What follows belongs to an exercise in optimizing a design on an open flow for small area and a short achievable clock period; a production flow would make more cautious choices. The RTL was checked by simulation tests, not by an equivalence proof against the original design. No activity file was given, so power comes from the tool's default toggle rates.

<file path="run.sh">
#!/bin/bash
# synth_recipe.tcl (not shown) runs the flow's synth.tcl, then flattens the netlist and writes it again
# the make line also repeats each setting of config.mk as NAME=value (left out here)
make -C /OpenROAD-flow-scripts/flow DESIGN_CONFIG=/design/flow/config.mk WORK_HOME=/design/flow/orfs CLKGATE_MAP_FILE= SYNTH_SCRIPT=/design/flow/synth_recipe.tcl finish
</file>
<file path="config.mk">
export PLATFORM = sky130hd
export DESIGN_NAME = gnss_baseband_top
export DESIGN_NICKNAME = gnss_baseband_top
export VERILOG_FILES = /design/flow/design.v
export SDC_FILE = /design/flow/constraint.sdc
export NUM_CORES = 4
export LEC_CHECK = 0
export CAP_MARGIN = 20
export CORE_MARGIN = 2
export CORE_UTILIZATION = 35
export PLACE_DENSITY = 0.5
export SLEW_MARGIN = 20
</file>
<file path="constraint.sdc">
create_clock -name core_clock -period 7.0 [get_ports {clk}]
set_input_delay 1.4000 -clock core_clock [delete_from_list [all_inputs] [get_ports {clk}]]
set_output_delay 1.4000 -clock core_clock [all_outputs]
set_load 0.01 [all_outputs]
</file>
<file path="design.v">
`timescale 1ns/1ps
module code_ram (
    input  logic                         clk,
    input  logic                         rst_n,
    input  logic                         we,
    input  logic [32-1:0]      wr_data,
    input  logic [10-1:0] rd_addr,
    output logic                         chip
);
    localparam int BIT_W  = $clog2(32);
    localparam int WIDX_W = $clog2(32);
    logic [32-1:0] mem [32];
    logic [WIDX_W-1:0]       wr_idx;
    always_ff @(posedge clk or negedge rst_n) begin
        if (!rst_n) begin
            wr_idx <= '0;
        end else if (we) begin
            wr_idx <= wr_idx + 1'b1;
        end else begin
            wr_idx <= '0;
        end
    end
    always_ff @(posedge clk) begin
        if (we) begin
            mem[wr_idx] <= wr_data;
        end
    end
    always_ff @(posedge clk or negedge rst_n) begin
        if (!rst_n) begin
            chip <= 1'b0;
        end else begin
            chip <= mem[rd_addr[10-1:BIT_W]][rd_addr[BIT_W-1:0]];
        end
    end
endmodule
`timescale 1ns/1ps
module code_phase_gen (
    input  logic                         clk,
    input  logic                         rst_n,
    input  logic                         code_tick,
    input  logic [10-1:0] code_delay,
    output logic [10-1:0] rd_addr
);
    localparam logic [10-1:0] CODE_LAST = 10'(1023);
    localparam logic [10-1:0] CODE_FIRST = 10'(1);
    logic [10-1:0] chip_cnt;
    always_ff @(posedge clk or negedge rst_n) begin
        if (!rst_n) begin
            chip_cnt <= CODE_FIRST;
        end else if (code_tick) begin
            if (chip_cnt == CODE_LAST) begin
                chip_cnt <= CODE_FIRST;
            end else begin
                chip_cnt <= chip_cnt + 1'b1;
            end
        end
    end
    always_comb begin
        if (chip_cnt > code_delay) begin
            rd_addr = chip_cnt - code_delay;
        end else begin
            rd_addr = CODE_LAST - code_delay + chip_cnt;
        end
    end
endmodule
`timescale 1ns/1ps
module ctrl_word_ram (
    input  logic                    clk,
    input  logic                    rst_n,
    input  logic                    we,
    input  logic [32-1:0] wr_data,
    input  logic [1:0]              rd_idx,
    output logic [32-1:0] rd_word
);
    logic [32-1:0] mem [4];
    logic [1:0]              wr_idx;
    always_ff @(posedge clk or negedge rst_n) begin
        if (!rst_n) begin
            wr_idx <= 2'd0;
        end else if (we) begin
            wr_idx <= wr_idx + 2'd1;
        end else begin
            wr_idx <= 2'd0;
        end
    end
    always_ff @(posedge clk) begin
        if (we) begin
            mem[wr_idx] <= wr_data;
        end
    end
    always_ff @(posedge clk) begin
        rd_word <= mem[rd_idx];
    end
endmodule
`timescale 1ns/1ps
module ctrl_update_seq (
    input  logic                        clk,
    input  logic                        rst_n,
    input  logic                        busy,
    output logic [1:0]                  rd_idx,
    output logic [4-1:0] load_sel
);
    localparam int DIV_W = $clog2(10000);
    logic [DIV_W-1:0] div_cnt;
    logic             upd_tick;
    logic             seq_active;
    logic [1:0]       seq_step;
    assign upd_tick = (div_cnt == DIV_W'(10000 - 1));
    always_ff @(posedge clk or negedge rst_n) begin
        if (!rst_n) begin
            div_cnt <= '0;
        end else if (upd_tick) begin
            div_cnt <= '0;
        end else begin
            div_cnt <= div_cnt + 1'b1;
        end
    end
    always_ff @(posedge clk or negedge rst_n) begin
        if (!rst_n) begin
            seq_active <= 1'b0;
            seq_step   <= 2'd0;
            load_sel   <= '0;
        end else begin
            load_sel <= seq_active ? (4'(1) << seq_step) : '0;
            if (seq_active) begin
                seq_step <= seq_step + 2'd1;      
                if (seq_step == 2'd3) begin
                    seq_active <= 1'b0;
                end
            end else if (upd_tick && !busy) begin
                seq_active <= 1'b1;               
            end
        end
    end
    assign rd_idx = seq_step;
endmodule
`timescale 1ns/1ps
module gnss_channel (
    input  logic                          clk,
    input  logic                          rst_n,
    input  logic [32-1:0]       wr_data,
    input  logic                          code_we,
    input  logic                          ctrl_we,
    input  logic                          code_tick,
    input  logic [1:0]                    rd_idx,
    input  logic [4-1:0]   load_sel,
    output logic [3*32-1:0]     params,
    output logic                          code_bit
);
    localparam int CTRL_CARRIER    = 0;
    localparam int CTRL_CODE_FREQ  = 1;
    localparam int CTRL_CODE_PHASE = 2;
    localparam int CTRL_DELAY      = 3;
    logic [32-1:0]      rd_word;
    logic [32-1:0]      carrier_freq;
    logic [32-1:0]      code_freq;
    logic [32-1:0]      code_phase;
    logic [10-1:0] code_delay;
    logic [10-1:0] code_addr;
    assign params = {carrier_freq, code_freq, code_phase};
    ctrl_word_ram ctrl_word_ram_i (
        .clk     (clk),
        .rst_n   (rst_n),
        .we      (ctrl_we),
        .wr_data (wr_data),
        .rd_idx  (rd_idx),
        .rd_word (rd_word)
    );
    always_ff @(posedge clk or negedge rst_n) begin
        if (!rst_n) begin
            carrier_freq <= 32'd0;
            code_freq    <= 32'd2746095;
            code_phase   <= 32'd0;
            code_delay   <= 10'd0;
        end else begin
            if (load_sel[CTRL_CARRIER]) begin
                carrier_freq <= rd_word;
            end
            if (load_sel[CTRL_CODE_FREQ]) begin
                code_freq <= rd_word;
            end
            if (load_sel[CTRL_CODE_PHASE]) begin
                code_phase <= rd_word;
            end
            if (load_sel[CTRL_DELAY]) begin
                code_delay <= rd_word[10-1:0];   
            end
        end
    end
    code_phase_gen code_phase_gen_i (
        .clk        (clk),
        .rst_n      (rst_n),
        .code_tick  (code_tick),
        .code_delay (code_delay),
        .rd_addr    (code_addr)
    );
    code_ram code_ram_i (
        .clk     (clk),
        .rst_n   (rst_n),
        .we      (code_we),
        .wr_data (wr_data),
        .rd_addr (code_addr),
        .chip    (code_bit)
    );
endmodule
`timescale 1ns/1ps
module gnss_baseband_top (
    input  logic                                     clk,
    input  logic                                     rst_n,
    input  logic [32-1:0]                  wr_data,
    input  logic [2*4-1:0]              wr_en,
    input  logic [4-1:0]                code_tick,
    output logic [3*32*4-1:0] params,
    output logic [4-1:0]                code_bit
);
    localparam int PARAMS_W = 3 * 32;
    logic [1:0]                  rd_idx;
    logic [4-1:0] load_sel;
    logic                        busy;
    assign busy = |wr_en;
    ctrl_update_seq ctrl_update_seq_i (
        .clk      (clk),
        .rst_n    (rst_n),
        .busy     (busy),
        .rd_idx   (rd_idx),
        .load_sel (load_sel)
    );
    for (genvar ch = 0; ch < 4; ch++) begin : g_chan
        gnss_channel gnss_channel_i (
            .clk       (clk),
            .rst_n     (rst_n),
            .wr_data   (wr_data),
            .code_we   (wr_en[4 + ch]),
            .ctrl_we   (wr_en[ch]),
            .code_tick (code_tick[ch]),
            .rd_idx    (rd_idx),
            .load_sel  (load_sel),
            .params    (params[ch*PARAMS_W +: PARAMS_W]),
            .code_bit  (code_bit[ch])
        );
    end
endmodule
</file>
==> notes.md <==
## power by group through the flow
| stage | clock network, uW | registers, uW | logic [uW] |
|---|---|---|---|
| finish | 29800 | 34900 | 58400 |
| floorplan | 0 | 35400 | 34200 |
| global route | 31600 | 34900 | 61700 |
| global placement | 0 | 35500 | 58000 |
| CTS | 30400 | 34900 | 58100 |
| detailed placement | 0 | 35500 | 57900 |
## state kept, by name, summed over array words and instances, names as in the netlist, 40 cells and up
| signal | count |
|---|---|
| g_chan.gnss_channel_i.carrier_freq | 128 |
| g_chan.gnss_channel_i.code_ram_i.mem | 4096 |
| g_chan.gnss_channel_i.ctrl_word_ram_i.mem | 512 |
| g_chan.gnss_channel_i.code_delay | 40 |
| g_chan.gnss_channel_i.code_freq | 128 |
| g_chan.gnss_channel_i.code_phase | 128 |
| g_chan.gnss_channel_i.code_phase_gen_i.chip_cnt | 40 |
| g_chan.gnss_channel_i.ctrl_word_ram_i.rd_word | 128 |
## kinds of logic (layout without fill, tap and decap cells)
kind of cell / after synthesis / count (layout)
XOR/XNOR: 90 / 90
AND/OR/NAND/NOR: 4322 / 4322
other: 0 / 18
multiplexers: 963 / 963
adder cells (fa/ha/maj): 93 / 93
flip-flops: 5253 / 5253
buffers and inverters: 968 / 2105
AO/OA/AOI/OAI: 1926 / 1926
## worst max-delay path by stage
stage / to / slack, ps
floorplan: g_chan[2].gnss_channel_i.code_ram_i.chip / 2670
global placement: g_chan[2].gnss_channel_i.code_ram_i.chip / 990
detailed placement: g_chan[2].gnss_channel_i.code_ram_i.chip / 1020
CTS: g_chan[2].gnss_channel_i.code_ram_i.chip / 960
global route: g_chan[2].gnss_channel_i.code_ram_i.chip / 620
finish: g_chan[2].gnss_channel_i.code_ram_i.chip / 860
## layout by cell type, fill, tap and decap left out, types with 29 or more instances in the layout
cell type and count:
sky130_fd_sc_hd__bufinv_16 32, sky130_fd_sc_hd__nand2_1 2534, sky130_fd_sc_hd__buf_4 433, sky130_fd_sc_hd__a31oi_1 220, sky130_fd_sc_hd__dfxtp_1 128, sky130_fd_sc_hd__o211ai_1 30
sky130_fd_sc_hd__nor2_1 146, sky130_fd_sc_hd__buf_6 32, sky130_fd_sc_hd__mux2_2 403, sky130_fd_sc_hd__a221oi_1 156, sky130_fd_sc_hd__buf_12 81, sky130_fd_sc_hd__nand3_1 692
sky130_fd_sc_hd__o22ai_1 40, sky130_fd_sc_hd__dfrtp_1 447, sky130_fd_sc_hd__nor2_4 132, sky130_fd_sc_hd__nand4_1 78, sky130_fd_sc_hd__a22oi_1 44, sky130_fd_sc_hd__ha_1 85
sky130_fd_sc_hd__xnor2_1 52, sky130_fd_sc_hd__clkinv_2 88, sky130_fd_sc_hd__a311oi_1 270, sky130_fd_sc_hd__edfxtp_1 4608, sky130_fd_sc_hd__xor2_1 29, sky130_fd_sc_hd__nor4_1 52
sky130_fd_sc_hd__dfstp_2 64, sky130_fd_sc_hd__mux4_2 316, sky130_fd_sc_hd__a21oi_1 448, sky130_fd_sc_hd__clkbuf_16 590, sky130_fd_sc_hd__nor3_1 120, sky130_fd_sc_hd__mux2i_1 241
sky130_fd_sc_hd__and2_1 41, sky130_fd_sc_hd__a211oi_1 238, sky130_fd_sc_hd__clkdlybuf4s50_1 400, sky130_fd_sc_hd__inv_1 89, sky130_fd_sc_hd__o21ai_0 177, sky130_fd_sc_hd__clkbuf_1 160
sky130_fd_sc_hd__clkinv_1 111, sky130_fd_sc_hd__and3_1 384
## per-layer routing
layer	wire length, um	global-route usage, %
met5	72	0
met4	20500	6.28
met3	52500	3.52
met2	318000	35.3
met1	291000	31.2
## worst register-to-register path: stages, from the launching register on
cell and delay (ps):
sky130_fd_sc_hd__dfrtp_1 420, sky130_fd_sc_hd__ha_1 690, sky130_fd_sc_hd__a21oi_1 210, sky130_fd_sc_hd__o21ai_1 420, sky130_fd_sc_hd__mux2_2 400, sky130_fd_sc_hd__nor3_2 230
sky130_fd_sc_hd__mux2i_1 170, sky130_fd_sc_hd__nor2_4 800, sky130_fd_sc_hd__buf_4 530, sky130_fd_sc_hd__nor2_1 370, sky130_fd_sc_hd__a221oi_1 840, sky130_fd_sc_hd__a21oi_1 300
sky130_fd_sc_hd__nand4_1 160, sky130_fd_sc_hd__o21ai_0 100, sky130_fd_sc_hd__o32a_1 370
## layout make-up
cell class	count	area share, %
Clock inverter	298	1.13
Multi-Input combinational cell	7394	20.7
Timing Repair Buffer	948	3.84
Antenna cell	18	0.0186
Tap cell	7810	4.04
Inverter	90	0.140
Clock buffer	769	6.46
Sequential cell	5253	63.7
## stage by stage
step	area [sq um]	hold WS, ps	utilization (%)	power, uW
after floorplan	207000	448	-	69500
after global routing	242000	385	41.0	128000
final	242000	366	41.0	123000
after global placement	223000	472	37.9	93500
after CTS	242000	327	41.0	123000
after detailed placement	223000	487	37.9	93500
==> impl_metrics.py <==
metrics = {
    "run_status": {
        "status": "complete, no violations",
    },
    "finish": {
        "final_nets": 14408,
        "flow.area_growth_from_synthesis_pct": 16.8,
        "instances_no_fill": 22580,
        "post_route_cells_drive_above_1_share_pct": 16.1,
        "seq_area_sq_um": 154000,
        "multiInputGateArea_sq_um": 50100,
        "final.fill_count": 53575,
    },
    "critical_path": {
        "worst-endpoint-arrival_ps": 7090,
        "cp.depth": 14,
        "path_cells": "ha_1, a21oi_1, o21ai_1, mux2_2, nor3_2, mux2i_1, nor2_4, buf_4, nor2_1, a221oi_1, a21oi_1, nand4_1, o21ai_0, o32a_1",
        "cp_top_family": "compound AO/OA/AOI/OAI gates",
        "timing.critical_path.from_type": "flip-flop",
        "cell_with_the_biggest_individual_delay_on_the_critical_path": "sky130_fd_sc_hd__a221oi_1",
        "worst_setup_path_end_kind": "flip-flop",
        "critical_path_peak_fanout": 22,
        "regToRegSetupSlack_ps": 860,
        "worstRegToRegCells": 14,
        "critical-path-top-cell-by-count": "sky130_fd_sc_hd__a21oi_1",
        "worst_path_largest_cell_delay_ps": 840,
        "critical_path_buf_inv_count": 1,
        "crit-reg2reg-capture": "g_chan[2].gnss_channel_i.code_ram_i.chip",
        "cp_data_required_time_ps": 7950,
        "timing_worst_setup_path_type": "flip-flop to flip-flop",
    },
    "cts": {
        "tritoncts_clock_tree": "done",
        "h-tree-depth": 6,
        "worst_setup_hold_path_clk_slew_ps": 60,
        "clock_path_buffers": 4,
        "cts_hold_buffers": 0,
        "post_cts.repair.setup_buffers": 0,
        "cts_root_buffer": "sky130_fd_sc_hd__clkbuf_16",
        "inserted_clock_buffers": 582,
        "cts_resized": 0,
        "cts.sink_count": 5253,
        "clkLatencyLatePin_ps": 1070,
    },
    "power_and_ir_drop": {
        "p_sw_uw": 53600,
        "vdd_drop_max_mv": 0.921,
        "p_clk_share_pct": 24.2,
        "internal_power_uw": 69400,
        "standby_leakage_power_uw": 0.0825,
        "power.sequential.fraction_pct": 28.3,
        "cellPowerDensity_nw_per_um2": 509,
        "combinationalPowerShare_pct": 47.4,
        "power.switching_fraction_pct": 43.6,
    },
    "timing": {
        "timing.final.crit_period_ps": 6140,
        "worst_slew_margin_rel_pct": 19.4,
        "report.final.setup_viol": 0,
        "rsz0062_at_grt": "no",
        "final.setup_skew_ps": 41.3,
        "worst_path_setup_slack_after_routing_ps": 857,
        "fmax_ghz": 0.163,
        "finalHoldViolations": 0,
        "final-max-slew-violation-count": 0,
        "max_slew.worst_pin.slew_ps": 1190,
        "setup_tns_ps": 0,
        "timing.final.crit_share_pct": 87.8,
    },
    "drt": {
        "drc": 0,
        "route.vias.total": 125626,
        "detail_route.wirelength_um": 682000,
        "detailedRoute.firstIterationViolations": 15130,
        "number_of_routed_nets_with_antenna_violations": 0,
        "drt_pre_antenna_iters": 6,
        "avgRoutedWirePerCell_um": 30.2,
        "viasPerCell": 5.56,
    },
    "logic_synthesis": {
        "synth_top_area_cell": "sky130_fd_sc_hd__edfxtp_1",
        "area_fraction_in_and_or_nand_and_nor_cells_after_synthesis_pct": 9.25,
        "asyncSetResetFlopFracSynth_pct": 9.84,
        "gate_count_after_technology_mapping": 13615,
        "yosys.area_share.adder_pct": 0.591,
        "mappedNetlistArea_sq_um": 207000,
        "post_synth_most_frequent_cells": "4608 x sky130_fd_sc_hd__edfxtp_1, 2540 x sky130_fd_sc_hd__nand2_1, 693 x sky130_fd_sc_hd__nand3_1",
        "yosys-top-cells-area": "sky130_fd_sc_hd__edfxtp_1 67%, sky130_fd_sc_hd__dfrtp_1 5.5%, sky130_fd_sc_hd__nand2_1 4.6%",
        "synth_warnings": 5,
        "synth_enable_flop_cells": 4608,
        "synth_top_family_by_area": "simple AND/OR/NAND/NOR gates",
        "syn_nets": 13754,
        "synth.yosys.seq_area_share_pct": 74.3,
        "synth_xor_area_share_pct": 0.381,
        "synth_compound_gate_area_share_pct": 6.52,
        "post-synth-top-count-cell": "sky130_fd_sc_hd__edfxtp_1",
        "syn_area_per_cell_sq_um": 15.2,
        "synth_top_flop_cell": "sky130_fd_sc_hd__edfxtp_1",
        "yosysTopAreaCellShare_pct": 66.8,
        "postSynthRegisterBits": 5253,
        "post_synth_num_cell_types": 105,
        "synth.area.mux_share_pct": 6.81,
    },
    "min_path": {
        "holdCritPathClass": "primary input to asynchronous set/reset pin",
    },
    "place": {
        "place_worst_setup_slack_ps": 1020,
        "globalplace.congestion": 0.875,
        "io_buffer_count": 433,
        "dp_hpwl_um": 404000,
        "dpl.cell_count": 21495,
    },
    "floorplanning": {
        "coreArea_sq_um": 590000,
        "die_x_um": 773,
        "initial_standard_cell_utilization_of_the_core_pct": 35.1,
        "boundaryPins": 434,
        "die_h_um": 773,
        "die_area_sq_um": 598000,
        "placement_rows": 282,
    },
    "grt": {
        "globalRouteOverflowTotal": 0,
        "grt_antenna_before_repair": 64,
        "grt_use_total_pct": 22.1,
        "grt_pass1_wl_um": 959000,
        "grt_pass1_vias": 121438,
        "pin_count_of_the_biggest_net_entering_global_routing": 121,
    },
    "job": {
        "max_cap_violations": 0,
    },
}

==> separate check: timing with driven ports <==
The flow's constraints put no driver on any port. The routed layout listed below was extracted and timed again, unchanged, in two steps.
Step 1 assumes that a clkbuf_16 drives the clock port and a buf_2 every other input.
Step 2 also shifts input and output timing later by t, the mid clock arrival at the registers, as if the neighbouring blocks saw the same clock.
Three values: no drivers, after step 1, after step 2; two values: the first two.
t, ns: 1.174
setup slack, ns: 0.857 / 0.857 / 0.857
worst register clock-pin slew, ns: 0.07 / 0.07
cell pins on the clock port's net: 1
After both steps this run still meets setup and hold. The setup slack of this run moves by 0.000 ns with the drivers and by 0.000 ns with both steps.
